What follows belongs to an exercise in optimizing a design on an open flow for a short achievable clock period and few clock cycles; a production flow would make more cautious choices. Only simulation tests tie the RTL to the original design; equivalence was not proved. Power and IR drop assume default switching activity.

<file path="flow/run.sh">
#!/bin/bash
# synth_recipe.tcl (not shown) runs the flow's synth.tcl, then flattens the netlist and writes it again
# the make line also repeats each setting of config.mk as NAME=value (left out here)
make -C /OpenROAD-flow-scripts/flow DESIGN_CONFIG=/design/flow/config.mk WORK_HOME=/design/flow/orfs CLKGATE_MAP_FILE= SYNTH_SCRIPT=/design/flow/synth_recipe.tcl finish
</file>
<file path="flow/constraint.sdc">
create_clock -name core_clock -period 6.5 [get_ports {clk}]
set_input_delay 1.3000 -clock core_clock [delete_from_list [all_inputs] [get_ports {clk}]]
set_output_delay 1.3000 -clock core_clock [all_outputs]
set_load 0.01 [all_outputs]
</file>
<file path="flow/design.v">
package rv_isa_pkg;
    localparam int unsigned NUM_REGS = 32;   
    typedef enum logic [6:0] {
        OPC_LOAD   = 7'b0000011,
        OPC_OP_IMM = 7'b0010011,
        OPC_AUIPC  = 7'b0010111,
        OPC_STORE  = 7'b0100011,
        OPC_OP     = 7'b0110011,
        OPC_LUI    = 7'b0110111,
        OPC_BRANCH = 7'b1100011,
        OPC_JALR   = 7'b1100111,
        OPC_JAL    = 7'b1101111,
        OPC_SYSTEM = 7'b1110011
    } opcode_e;
    typedef logic [2:0] funct3_t;
    localparam funct3_t F3_SR = 3'b101;   
    typedef enum logic [3:0] {
        ALU_ADD  = 4'b0000,
        ALU_SLL  = 4'b0001,
        ALU_SLT  = 4'b0010,
        ALU_SLTU = 4'b0011,
        ALU_XOR  = 4'b0100,
        ALU_SRL  = 4'b0101,
        ALU_OR   = 4'b0110,
        ALU_AND  = 4'b0111,
        ALU_SUB  = 4'b1000,
        ALU_SRA  = 4'b1101
    } alu_op_e;
    typedef enum logic [2:0] {
        BR_EQ  = 3'b000,
        BR_NE  = 3'b001,
        BR_LT  = 3'b100,
        BR_GE  = 3'b101,
        BR_LTU = 3'b110,
        BR_GEU = 3'b111
    } branch_cond_e;
endpackage
package rv_pipe_pkg;
    typedef logic [32-1:0] word_t;
    typedef logic [5-1:0] reg_addr_t;
    typedef enum logic {
        FWD_REG = 1'b0,   
        FWD_WB  = 1'b1    
    } fwd_sel_e;
endpackage
module rv_fetch
#(
    parameter logic [32-1:0] RESET_ADDR = 32'h8000_0000
) (
    input  logic        clk,
    input  logic        rst_n,
    input  logic        instr_ready_i,
    input  logic [31:0] instr_data_i,
    input  logic        redirect_i,      
    input  logic [31:2] target_i,        
    output logic [31:0] instr_addr_o,
    output logic [31:2] pc_o,
    output logic        pred_o,          
    output logic [31:2] alt_o            
);
    logic [31:2]  pc;
    logic [31:2]  pc_inc;
    logic [31:13] pc_hi_dec, pc_hi_inc;
    logic [11:0]  br_lo;
    logic [31:13] br_hi;
    logic [11:0]  lo_sum;
    logic [31:2]  pred_target;
    logic [31:2]  pc_next;
    assign instr_addr_o = {pc, 2'b00};
    assign pc_o         = pc;
    assign pc_inc    = pc + 30'd1;
    assign pc_hi_dec = pc[31:13] - 19'd1;
    assign pc_hi_inc = pc[31:13] + 19'd1;
    assign pred_o = instr_ready_i && (instr_data_i[6:0] == 7'b1100011) && instr_data_i[31] &&
                    (instr_data_i[14:13] != 2'b01);
    assign lo_sum      = {1'b0, pc[12:2]} + {1'b0, instr_data_i[31], instr_data_i[7],
                                             instr_data_i[30:25], instr_data_i[11:9]};
    assign pred_target = {lo_sum[11] ? pc[31:13] : pc_hi_dec, lo_sum[10:0]};
    assign br_lo = {1'b0, pc[12:2]} + {1'b0, instr_data_i[31], instr_data_i[7],
                                       instr_data_i[30:25], instr_data_i[11:9]};
    always_comb begin
        case ({instr_data_i[31], br_lo[11]})
            2'b01:   br_hi = pc_hi_inc;
            2'b10:   br_hi = pc_hi_dec;
            default: br_hi = pc[31:13];
        endcase
    end
    assign alt_o = pred_o ? pc_inc : {br_hi, br_lo[10:0]};
    always_comb begin
        if (redirect_i)          pc_next = target_i;
        else if (!instr_ready_i) pc_next = pc;
        else if (pred_o)         pc_next = pred_target;
        else                     pc_next = pc_inc;
    end
    always_ff @(posedge clk or negedge rst_n) begin
        if (!rst_n) pc <= RESET_ADDR[31:2];
        else        pc <= pc_next;
    end
endmodule
module rv_decode
(
    input  logic [31:0] instr_i,
    output logic [4:0]  rs1_addr_o,
    output logic [4:0]  rs2_addr_o,
    input  logic        x_wr_i,
    input  logic [4:0]  x_rd_i,
    input  logic        w_wr_i,
    input  logic [4:0]  w_rd_i,
    output logic        wr_o,            
    output logic [4:0]  rd_o,
    output logic        unsup_o,
    output logic        branch_o,
    output logic [31:2] immb_o,          
    output logic [5:0]  bsel_o,          
    output logic        sub_o,
    output logic [6:0]  rsel_o,          
    output logic        and_o,
    output logic        sra_o,
    output logic        shift_o,
    output logic [2:0]  asrc_o,          
    output logic [3:0]  bsrc_o,          
    output logic [31:0] imm_o
);
    logic [6:0]  opcode;
    logic [2:0]  f3;
    logic [4:0]  rd, rs1, rs2;
    logic        b30;
    logic        is_op, is_opimm, is_lui, is_br, use_rs1, use_rs2;
    logic [31:2] imm_b;
    logic [3:0]  op;
    logic        a1, a2, b1, b2;
    assign opcode = instr_i[6:0];
    assign rd     = instr_i[11:7];
    assign f3     = instr_i[14:12];
    assign rs1    = instr_i[19:15];
    assign rs2    = instr_i[24:20];
    assign b30    = instr_i[30];
    assign rs1_addr_o = rs1;
    assign rs2_addr_o = rs2;
    assign is_op    = (opcode == 7'b0110011);
    assign is_opimm = (opcode == 7'b0010011);
    assign is_lui   = (opcode == 7'b0110111);
    assign is_br    = (opcode == 7'b1100011);
    assign use_rs1  = !is_lui;
    assign use_rs2  = is_op || is_br;
    assign imm_o = is_lui ? {instr_i[31:12], 12'b0} : {{20{instr_i[31]}}, instr_i[31:20]};
    assign imm_b = {{19{instr_i[31]}}, instr_i[31], instr_i[7], instr_i[30:25], instr_i[11:9]};
    always_comb begin
        if (is_op)         op = {b30, f3};
        else if (is_opimm) op = {(f3 == 3'b101) && b30, f3};
        else               op = 4'b0000;
        if (op[3] && op[2:0] != 3'b000 && op[2:0] != 3'b101) op = 4'b0000;
    end
    assign a1 = x_wr_i && (x_rd_i == rs1);
    assign a2 = w_wr_i && (w_rd_i == rs1);
    assign b1 = x_wr_i && (x_rd_i == rs2);
    assign b2 = w_wr_i && (w_rd_i == rs2);
    assign wr_o     = (is_op || is_opimm || is_lui) && (rd != 5'd0);
    assign rd_o     = rd;
    assign unsup_o  = !(is_op || is_opimm || is_lui || is_br);
    assign branch_o = is_br;
    assign immb_o   = imm_b;
    assign bsel_o   = {f3 == 3'b111, f3 == 3'b110, f3 == 3'b101,
                       f3 == 3'b100, f3 == 3'b001, f3 == 3'b000};
    assign sub_o    = (op == 4'b1000);
    assign rsel_o   = {op[2:0] == 3'b110, op[2:0] == 3'b100, op[2:0] == 3'b011,
                       op[2:0] == 3'b010, op[2:0] == 3'b101, op[2:0] == 3'b001,
                       op[2:0] == 3'b000};
    assign and_o    = (op[2:0] == 3'b111);
    assign sra_o    = op[3];
    assign shift_o  = (op[1:0] == 2'b01);
    assign asrc_o   = {use_rs1 && !a1 && a2, use_rs1 && a1, use_rs1 && !a1 && !a2};
    assign bsrc_o   = {!use_rs2, use_rs2 && !b1 && b2, use_rs2 && b1, use_rs2 && !b1 && !b2};
endmodule
module rv_regfile_wb
(
    input  logic        clk,
    input  logic [4:0]  rs1_addr_i,
    input  logic [4:0]  rs2_addr_i,
    output logic [31:0] rs1_data_o,
    output logic [31:0] rs2_data_o,
    input  logic        we_i,
    input  logic [4:0]  wd_addr_i,
    input  logic [31:0] wd_data_i
);
    logic [31:0] regs [0:31];
    assign regs[0] = 32'd0;
    for (genvar r = 1; r < 32; r++) begin : g_reg
        always_ff @(posedge clk) begin
            if (we_i && wd_addr_i == 5'(r)) regs[r] <= wd_data_i;
        end
    end
    assign rs1_data_o = regs[rs1_addr_i];
    assign rs2_data_o = regs[rs2_addr_i];
endmodule
module rv_execute
(
    input  logic        clk,
    input  logic        rst_n,
    input  logic        instr_ready_i,
    input  logic        d_wr_i,
    input  logic [4:0]  d_rd_i,
    input  logic        d_unsup_i,
    input  logic        d_branch_i,
    input  logic        d_pred_i,
    input  logic [31:2] d_alt_i,
    input  logic [5:0]  d_bsel_i,
    input  logic        d_sub_i,
    input  logic [6:0]  d_rsel_i,
    input  logic        d_and_i,
    input  logic        d_sra_i,
    input  logic        d_shift_i,
    input  logic [2:0]  d_asrc_i,
    input  logic [3:0]  d_bsrc_i,
    input  logic [31:0] d_imm_i,
    input  logic [31:0] rs1_data_i,
    input  logic [31:0] rs2_data_i,
    output logic        x_wr_o,          
    output logic [4:0]  x_rd_o,
    output logic        redirect_o,
    output logic [31:2] target_o,
    output logic        wb_valid_o,
    output logic [4:0]  wb_rd_o,
    output logic [31:0] wb_data_o,
    output logic [31:0] w_data_o,        
    output logic        error_o
);
    logic        x_valid, x_wr, x_unsup, x_pred, x_sub, x_and, x_sra;
    logic [4:0]  x_rd;
    logic [31:2] x_alt;
    logic [6:0]  x_rsel;
    logic [31:0] a, b, bx;    
    logic [4:0]  shamt;       
    logic [31:0] r1;          
    logic [31:0] a_next, b_next;
    logic        d_use_sub;
    logic [31:0] sum, sll, sr, res;
    logic        lt, ltu, eq;
    assign a_next = ({32{d_asrc_i[0]}} & rs1_data_i) | ({32{d_asrc_i[1]}} & res) |
                    ({32{d_asrc_i[2]}} & r1);
    assign b_next = ({32{d_bsrc_i[0]}} & rs2_data_i) | ({32{d_bsrc_i[1]}} & res) |
                    ({32{d_bsrc_i[2]}} & r1) | ({32{d_bsrc_i[3]}} & d_imm_i);
    assign d_use_sub = d_sub_i;
    logic       d_valid_br;
    logic [2:0] mt, mf;   
    assign d_valid_br = instr_ready_i && !redirect_o && d_branch_i;
    always_ff @(posedge clk or negedge rst_n) begin
        if (!rst_n) begin
            x_valid <= 1'b0;
            mt      <= 3'b000;
            mf      <= 3'b000;
        end else begin
            x_valid <= instr_ready_i && !redirect_o;
            for (int c = 0; c < 3; c++) begin
                mt[c] <= d_valid_br && (d_pred_i ? d_bsel_i[2*c+1] : d_bsel_i[2*c]);
                mf[c] <= d_valid_br && (d_pred_i ? d_bsel_i[2*c] : d_bsel_i[2*c+1]);
            end
        end
    end
    always_ff @(posedge clk) begin
        x_wr     <= d_wr_i;
        x_rd     <= d_rd_i;
        x_unsup  <= d_unsup_i;
        x_pred   <= d_pred_i;
        x_alt    <= d_alt_i;
        x_sub    <= d_use_sub;
        x_rsel   <= d_rsel_i;
        x_and    <= d_and_i;
        x_sra    <= d_sra_i;
        a        <= a_next;
        b        <= b_next;
        bx       <= b_next ^ {32{d_use_sub}};
        shamt    <= b_next[4:0] & {5{d_shift_i}};
    end
    assign x_wr_o   = x_valid && x_wr;
    assign w_data_o = r1;
    assign x_rd_o = x_rd;
    assign sum = a + bx + {31'd0, x_sub};
    assign sll = a << shamt;
    assign sr  = 32'($signed({x_sra & a[31], a}) >>> shamt);
    assign lt  = $signed(a) < $signed(b);
    assign ltu = a < b;
    assign eq  = (a == b);
    assign res = ({32{x_rsel[0]}} & sum) |
                 ({32{x_rsel[1]}} & sll) |
                 ({32{x_rsel[2]}} & sr) |
                 {31'd0, x_rsel[3] & lt} |
                 {31'd0, x_rsel[4] & ltu} |
                 ({32{x_rsel[5]}} & (a ^ b)) |
                 ({32{x_rsel[6]}} & (a | b)) |
                 ({32{x_and}} & (a & b));
    assign redirect_o = (eq & mt[0]) | (!eq & mf[0]) | (lt & mt[1]) | (!lt & mf[1]) |
                        (ltu & mt[2]) | (!ltu & mf[2]);
    assign target_o   = x_alt;
    always_ff @(posedge clk or negedge rst_n) begin
        if (!rst_n) begin
            wb_valid_o <= 1'b0;
            error_o    <= 1'b0;
        end else begin
            wb_valid_o <= x_valid && x_wr;
            if (x_valid && x_unsup) error_o <= 1'b1;   
        end
    end
    always_ff @(posedge clk) begin
        r1      <= res;
        wb_rd_o <= x_rd;
        if (x_valid && x_wr) wb_data_o <= res;
    end
endmodule
module rv_core_top
#(
    parameter logic [32-1:0] RESET_ADDR = 32'h8000_0000
) (
    input  logic      clk,
    input  logic      rst_n,
    input  logic      instr_ready_i,
    input  rv_pipe_pkg::word_t     instr_data_i,
    output rv_pipe_pkg::word_t     instr_addr_o,
    output logic      wb_valid_o,
    output rv_pipe_pkg::reg_addr_t wb_rd_o,
    output rv_pipe_pkg::word_t     wb_data_o,
    output logic      error_o
);
    logic        redirect;
    logic [31:2] target;
    logic [31:2] pc;
    logic        pred;
    logic [4:0]  rs1_addr, rs2_addr;
    logic [31:0] rs1_data, rs2_data;
    logic        x_wr;
    logic [4:0]  x_rd;
    logic        d_wr, d_unsup, d_branch, d_sub, d_and, d_sra, d_shift;
    logic [4:0]  d_rd;
    logic [31:2] d_immb, d_alt;
    logic [31:0] w_data;
    logic [5:0]  d_bsel;
    logic [6:0]  d_rsel;
    logic [2:0]  d_asrc;
    logic [3:0]  d_bsrc;
    logic [31:0] d_imm;
    rv_fetch #(.RESET_ADDR(RESET_ADDR)) u_fetch (
        .clk(clk), .rst_n(rst_n), .instr_ready_i(instr_ready_i), .instr_data_i(instr_data_i),
        .redirect_i(redirect), .target_i(target), .instr_addr_o(instr_addr_o),
        .pc_o(pc), .pred_o(pred), .alt_o(d_alt)
    );
    rv_decode u_decode (
        .instr_i(instr_data_i),
        .rs1_addr_o(rs1_addr), .rs2_addr_o(rs2_addr),
        .x_wr_i(x_wr), .x_rd_i(x_rd), .w_wr_i(wb_valid_o), .w_rd_i(wb_rd_o),
        .wr_o(d_wr), .rd_o(d_rd), .unsup_o(d_unsup), .branch_o(d_branch), .immb_o(d_immb),
        .bsel_o(d_bsel), .sub_o(d_sub), .rsel_o(d_rsel), .and_o(d_and), .sra_o(d_sra),
        .shift_o(d_shift), .asrc_o(d_asrc), .bsrc_o(d_bsrc), .imm_o(d_imm)
    );
    rv_regfile_wb u_regfile (
        .clk(clk), .rs1_addr_i(rs1_addr), .rs2_addr_i(rs2_addr),
        .rs1_data_o(rs1_data), .rs2_data_o(rs2_data),
        .we_i(wb_valid_o), .wd_addr_i(wb_rd_o), .wd_data_i(w_data)
    );
    rv_execute u_execute (
        .clk(clk), .rst_n(rst_n), .instr_ready_i(instr_ready_i),
        .d_wr_i(d_wr), .d_rd_i(d_rd), .d_unsup_i(d_unsup), .d_branch_i(d_branch),
        .d_pred_i(pred), .d_alt_i(d_alt), .d_bsel_i(d_bsel), .d_sub_i(d_sub),
        .d_rsel_i(d_rsel), .d_and_i(d_and), .d_sra_i(d_sra), .d_shift_i(d_shift),
        .d_asrc_i(d_asrc), .d_bsrc_i(d_bsrc), .d_imm_i(d_imm),
        .rs1_data_i(rs1_data), .rs2_data_i(rs2_data),
        .x_wr_o(x_wr), .x_rd_o(x_rd), .redirect_o(redirect), .target_o(target),
        .wb_valid_o(wb_valid_o), .wb_rd_o(wb_rd_o), .wb_data_o(wb_data_o), .w_data_o(w_data),
        .error_o(error_o)
    );
endmodule
</file>
<file path="flow/config.mk">
export PLATFORM = sky130hd
export DESIGN_NAME = rv_core_top
export DESIGN_NICKNAME = rv_core_top
export VERILOG_FILES = /design/flow/design.v
export SDC_FILE = /design/flow/constraint.sdc
export NUM_CORES = 4
export LEC_CHECK = 0
export ABC_CLOCK_PERIOD_IN_PS = 2500
export CAP_MARGIN = 20
export CORE_MARGIN = 2
export CORE_UTILIZATION = 40
export SETUP_SLACK_MARGIN = 3.7
export SLEW_MARGIN = 20
</file>
==> summary.txt <==
timing repair:
item / 4_1_cts / 5_1_grt
setup endpoints to repair: 429 / 208
resized for setup: 1056 / 215
cloned: 42 / 4
hold endpoints to repair: 0 / 0
setup buffers: 497 / 85
pin swaps: 282 / 144
synth_stat cells (49+ instances only):
| cell | n | area, um2 |
|---|---|---|
| a22oi_1 | 816 | 6130 |
| and3_1 | 147 | 920 |
| dfxtp_1 | 185 | 3700 |
| ha_1 | 142 | 1780 |
| nand3_1 | 152 | 761 |
| mux2_2 | 49 | 552 |
| inv_1 | 116 | 435 |
| o21ai_0 | 124 | 621 |
| clkbuf_1 | 319 | 1200 |
| edfxtp_1 | 1024 | 30700 |
| a222oi_1 | 62 | 621 |
| mux4_2 | 65 | 1460 |
| a21oi_1 | 189 | 946 |
| nor3_1 | 94 | 470 |
| nor2_1 | 236 | 886 |
| xnor2_1 | 74 | 648 |
| nand2_1 | 402 | 1510 |
| mux2i_1 | 58 | 581 |
| a221o_1 | 57 | 571 |
| nand4_1 | 64 | 400 |
| nor4_1 | 67 | 419 |
power breakdown:
group          switching [mW]  internal (mW)
registers               0.733           9.73
logic                    2.77           1.90
clock network            3.43           4.50
sequential cells by signal (all words and copies together), names as in the netlist, 5 cells and up:
register,cells
u_execute.x_rd,5
u_regfile.regs,992
u_fetch.pc,30
u_execute.x_alt,30
u_execute.wb_rd_o,5
u_execute.shamt,5
u_execute.a,32
u_execute.x_rsel,7
u_execute.r1,32
u_execute.wb_data_o,32
u_execute.bx,32
u_execute.b,32
worst max-delay path, cell delays in order, from the launching register on:
cell and delay (ps):
dfxtp_4 400, fa_2 440, fa_2 370, buf_6 120, buf_6 100, xor2_1 140
a221o_2 440, a222oi_1 780, inv_1 180, a311oi_4 320, xnor2_1 150
cell type report:
class / count / area (um2)
Tap cell: 2044 / 2560
Clock buffer: 184 / 3690
Antenna cell: 19 / 47.5
Sequential cell: 1248 / 35600
Multi-Input combinational cell: 3425 / 29300
Fill cell: 12800 / 71400
Inverter: 118 / 508
Clock inverter: 57 / 734
Timing Repair Buffer: 930 / 9870
final timing paths:
path                                                end  slack (ps)
min reg2reg                u_execute.wb_rd_o[0]$_DFF_P_         400
min in group asynchronous     u_execute.mt[0]$_DFF_PN0_         610
min                        u_execute.wb_rd_o[0]$_DFF_P_         400
max reg2reg                     u_execute.bx[2]$_DFF_P_        3010
max                             u_execute.bx[2]$_DFF_P_        3010
max in group asynchronous     u_fetch.pc[6]$_DFFE_PN0P_        5420
per-stage QoR:
stage	instances	utilization
2_1_floorplan	5171	-
6_report	8025	0.536
5_1_grt	8009	0.535
3_3_place_gp	7135	0.440
4_1_cts	7917	0.524
3_5_place_dp	7137	0.440
kinds of logic after synthesis:
kind of cell,after synthesis,share of synthesized area
AO/OA/AOI/OAI,1641,0.197
AND/OR/NAND/NOR,1330,0.106
flip-flops,1248,0.574
buffers and inverters,524,0.0345
multiplexers,172,0.0421
adder cells (fa/ha/maj),145,0.0298
XOR/XNOR,109,0.0155
other,1,0.0000608
cell usage in the layout (no fill, tap or decap), types with 33 or more instances in the layout:
cell type  instances
edfxtp_1        1024
a22oi_1          783
buf_4            533
nand2_1          378
nor2_1           150
clkbuf_16        141
buf_6            141
nand3_1          134
a21oi_1          133
buf_12           128
dfxtp_1          124
and3_1           100
ha_1             100
inv_1             94
o21ai_0           77
nor2_4            76
nor3_1            73
xnor2_1           66
mux4_2            65
nand4_1           64
a222oi_1          62
a221o_1           52
and3_4            47
nor4_1            45
mux2i_1           43
clkbuf_1          41
a21oi_2           40
and2_4            40
mux2_4            36
ha_4              36
a2111oi_4         35
a22oi_2           33
xor2_1            33
per-layer routing:
| layer | part of all wire | vias up | global-route usage | wire, um |
|---|---|---|---|---|
| met2 | 0.39 | 6384 | 0.562 | 133000 |
| met5 | 0.00052 | - | 0 | 177 |
| met3 | 0.18 | 1741 | 0.198 | 60100 |
| met1 | 0.35 | 28900 | 0.540 | 120000 |
| li1 | - | 22200 | - | - |
| met4 | 0.084 | 14 | 0.267 | 28800 |
==> flow_summary.yaml <==
setup_path:
  worst_setup_path_end_kind: "register"
  reg2regPathDepth: 10
  crit_type: "reg2reg"
  cp_data_arrival_time_ps: 4200
  crit_start: "u_execute.bx[0]$_DFF_P_"
  start_kind: "register"
  required_ps: 7210
  reg2reg_from: "u_execute.bx[0]$_DFF_P_"
  worstPathMaxFanout: 3
synth:
  yosys.cell_types.count: 91
  yosysWarnings: 5
  synth-seq-cells: 1248
  async_reset_ff_frac: 0.0313
  synth_ff_type: "edfxtp_1"
  synth_area_um2: 61700
  synth_edf_count: 1024
  synth_seq_area_share: 0.574
  synth_cells: 5170
  synth.avg_cell_area_um2: 11.9
clock_tree:
  clock_path_buffers: 3
  clk_latency_ps: 830
  clkSlewWorstSetupHoldPaths_ps: 60
  cts_tree: "done"
  htree_num_levels: 4
  root_buffer: "clkbuf_16"
  ctsHoldBuffers: 0
  cts_buffers: 135
  clock-sinks: 1248
timing:
  final.min_clock_period_ps: 3490
  rsz0062_at_grt: "true"
  tns_ps: 0
  finalHoldViolCount: 0
  whs_ps: 401
  setup_violations: 0
  final.period_utilization: 0.537
  fin_skew_ps: 72.0
  finalMaxSlewViolations: 0
  fmax_mhz: 286
  worst_slack_ps: 3010
  max_slew_margin: 0.224
  tightest_slew_ps: 1160
global_routing:
  grt_max_degree: 50
  grt_pass1_wl_um: 456000
  grt_overflow_total: 0
  grt_pass1_vias: 54600
  grtUsageTotal: 0.420
  antenna_found_initial: 19
die:
  coreArea_um2: 154000
  die_h_um: 397
  ios: 106
  die_area_um2: 157000
  die_w_um: 397
  std_cell_rows: 144
  start_util: 0.401
min_path:
  hp-class: "reg2reg"
  min_from: "u_execute.x_rd[0]$_DFF_P_"
  worstHoldPathCells: 0
finish:
  fin_area_um2: 82300
  areaGrowthSynthToFinish_pct: 33.4
  drive_above_1_share: 0.330
  num-nets-final: 6038
job:
  drv_cap: 0
detailed_routing:
  viasPerCell: 7.38
  antenna_left: 0
  drt_iter0_drc: 13100
  dr.pass1.iters: 12
  route.vias.total: 59200
  wl_per_cell_um: 42.5
  drc: 0
  wl_um: 341000
pwr:
  ir_worst_vdd_v: 0.000270
  power_mw: 23.1
  p_leak_nw: 29.7
  power-per-cell-area_nw_per_um2: 280
placement:
  post_dp_cell_area_um2: 67600
  io_buffers: 103
  gp_congestion: 1.02
  dp_hpwl_um: 194000
  preCtsSetupSlack_ps: 915
outcome:
  outcome: "complete, no violations"
Testbench counts, summed over its fixed seeds: cycles 21,137.

==> port drivers added, routing unchanged <==
The flow's constraints put no driver on any port. The routed layout listed below was extracted and timed again, unchanged, in two steps. Step 1, drivers: a clkbuf_16 drives clk and a buf_2 each remaining input, both assumed. Step 2 times the ports against the registers' clock, not the clock port: input delays grow and output delays shrink by t, the midpoint of the rising clock arrivals with the driver on. a / b / c = ideal / step 1 / step 2; a / b = the first two.
t, ns: 0.891
slack for setup (ns): 3.008 / 3.007 / 2.116
hold WS [ns]: 0.401 / 0.401 / 0.401
worst register clock-pin slew, ns: 0.07 / 0.07
cell pins on the clock port's net: 1
After both steps setup and hold are still met in this run. The setup slack of this run moves by -0.001 ns with the drivers and by -0.892 ns with both steps.
